Background: an optimization exercise with open tools, aiming at small area. Do not read the settings as production practice.
In this exercise RTL edits were held to simulation tests only and were not proved equivalent to the original.
Power is estimated from default activity; no workload was simulated.

// udp_echo_top
module udp_echo_top (
    input  logic                     clk,
    input  logic                     rst,
    input  logic                     i_hdr_valid,
    input  udp_proto_pkg::ip_addr_t  i_src_ip,
    input  udp_proto_pkg::udp_port_t i_src_port,
    input  udp_proto_pkg::udp_port_t i_dst_port,
    input  udp_proto_pkg::udp_len_t  i_length,
    input  logic                     i_pay_valid,
    input  logic [7:0]               i_pay_data,
    input  logic                     i_pay_last,
    input  logic                     i_hdr_ready,
    input  logic                     i_pay_ready,
    output logic                     o_hdr_valid,
    output udp_proto_pkg::ip_addr_t  o_dst_ip,
    output udp_proto_pkg::udp_port_t o_src_port,
    output udp_proto_pkg::udp_port_t o_dst_port,
    output udp_proto_pkg::udp_len_t  o_length,
    output logic                     o_pay_valid,
    output logic [7:0]               o_pay_data,
    output logic                     o_pay_last
);
    localparam int LEN_W = echo_buf_pkg::LEN_W;    
    localparam int HW    = 32 + 16 + LEN_W;    
    function automatic logic [6:0] step7(input logic [6:0] q, input logic up, input logic dn);
        logic [6:0] t;
        logic       all1;
        logic       all0;
        for (int i = 0; i < 7; i++) begin
  ...
For scale: about 1,500 cells after synthesis, roughly 800 flip-flops, ~190 I/O pins, ~28,000 um2 of cells after synthesis.
clock: 8.0 ns
lec_check: 0
cap_margin: 20
core_margin: 2
core_utilization: 45
place_density: 0.5
slew_margin: 20
synth_hierarchical: 1
standard.sh (not shown) runs the stock make flow with config.mk's settings and CLKGATE_MAP_FILE= SYNTH_SCRIPT=/design/flow/synth_recipe.tcl, a recipe that flattens the netlist after the stock synthesis.
==> flow/flow/run.sh <==
#!/bin/bash
# Standard ORFS layout with two changes: the port buffers are the smallest
# plain buffer (buf_1) and CTS builds larger sink clusters without dummy loads.
set -euo pipefail
cd "$(dirname "$0")/.."
export BUFFER_PORTS_ARGS="-buffer_cell sky130_fd_sc_hd__buf_1"
export CTS_ARGS="-sink_clustering_enable -repair_clock_nets -sink_clustering_size 17 -sink_clustering_max_diameter 55 -buf_list sky130_fd_sc_hd__clkbuf_8 -dont_use_dummy_load"
bash standard.sh > standard_make.log 2>&1
Then changed:
--- a/flow/flow/run.sh
+++ b/flow/flow/run.sh
@@ -7 +7 @@
-export CTS_ARGS="-sink_clustering_enable -repair_clock_nets -sink_clustering_size 17 -sink_clustering_max_diameter 55 -buf_list sky130_fd_sc_hd__clkbuf_8 -dont_use_dummy_load"
+export CTS_ARGS="-sink_clustering_enable -repair_clock_nets -sink_clustering_size 15 -sink_clustering_max_diameter 70 -buf_list sky130_fd_sc_hd__clkbuf_8 -dont_use_dummy_load"
- CORE_UTILIZATION: 45 -> 40
- PLACE_DENSITY: 0.5 -> 0.45
What happened: The new run finished with timing, DRC and antenna clean; setup slack got worse by 0.088 ns; area after synthesis is unchanged; global-route usage drops by 1.8 points; sequential power stays flat; register-to-register slack got worse by 0.02 ns.
Then changed:
--- a/flow/flow/run.sh
+++ b/flow/flow/run.sh
@@ -7 +7 @@
-export CTS_ARGS="-sink_clustering_enable -repair_clock_nets -sink_clustering_size 15 -sink_clustering_max_diameter 70 -buf_list sky130_fd_sc_hd__clkbuf_8 -dont_use_dummy_load"
+export CTS_ARGS="-sink_clustering_enable -repair_clock_nets -sink_clustering_size 30 -sink_clustering_max_diameter 60 -buf_list sky130_fd_sc_hd__clkbuf_16 -dont_use_dummy_load"
- CORE_UTILIZATION: 40 -> 45
- PLACE_DENSITY: 0.45 -> 0.5
Outcome: The changed run ran to the end with no violations. Clock power went up by a quarter to a third. Synthesized cell count is unchanged. Design area grows slightly.
Then changed:
--- a/flow/flow/run.sh
+++ b/flow/flow/run.sh
@@ -7 +7 @@
-export CTS_ARGS="-sink_clustering_enable -repair_clock_nets -sink_clustering_size 30 -sink_clustering_max_diameter 60 -buf_list sky130_fd_sc_hd__clkbuf_16 -dont_use_dummy_load"
+export CTS_ARGS="-sink_clustering_enable -repair_clock_nets -sink_clustering_size 15 -sink_clustering_max_diameter 70 -buf_list sky130_fd_sc_hd__clkbuf_8 -dont_use_dummy_load"
=> The changed run finished with timing, DRC and antenna clean; routed wire length barely changes; combinational power stays flat; setup slack loses 0.040 ns; global-route usage barely changes.
Then changed:
- CORE_UTILIZATION: 45 -> 50
- GPL_TIMING_DRIVEN: default -> 0
- PLACE_DENSITY: 0.5 -> 0.55
What happened: Sequential share of layout area shrinks by 1.9 points; clock power hardly moves; routed wire length went down by about 3.5%.

port drivers added, routing unchanged:
The flow's constraints put no driver on any port. The routed layouts listed below were extracted and timed again, unchanged, in two steps.
Step 1, drivers: a clkbuf_16 drives clk and a buf_2 each remaining input, both assumed.
Step 2, shift: input delay + t, output delay - t, t = (earliest + latest rising clock arrival at the registers) / 2. This alone moves slack from input paths to output paths.
a / b / c = ideal ports / drivers / drivers and shift; a / b = the first two.
run	t, ns	slack for setup (ns)	pins driven straight from the clock port
the first run	0.700	2.335 / 2.275 / 2.975	1
the second run	0.748	2.247 / 2.189 / 2.937	1
the third run	0.657	2.314 / 2.250 / 2.907	1
the fourth run	0.724	2.274 / 2.215 / 2.939	1
the fifth run	0.704	1.631 / 1.575 / 2.279	1
After both steps every run listed still meets setup and hold.
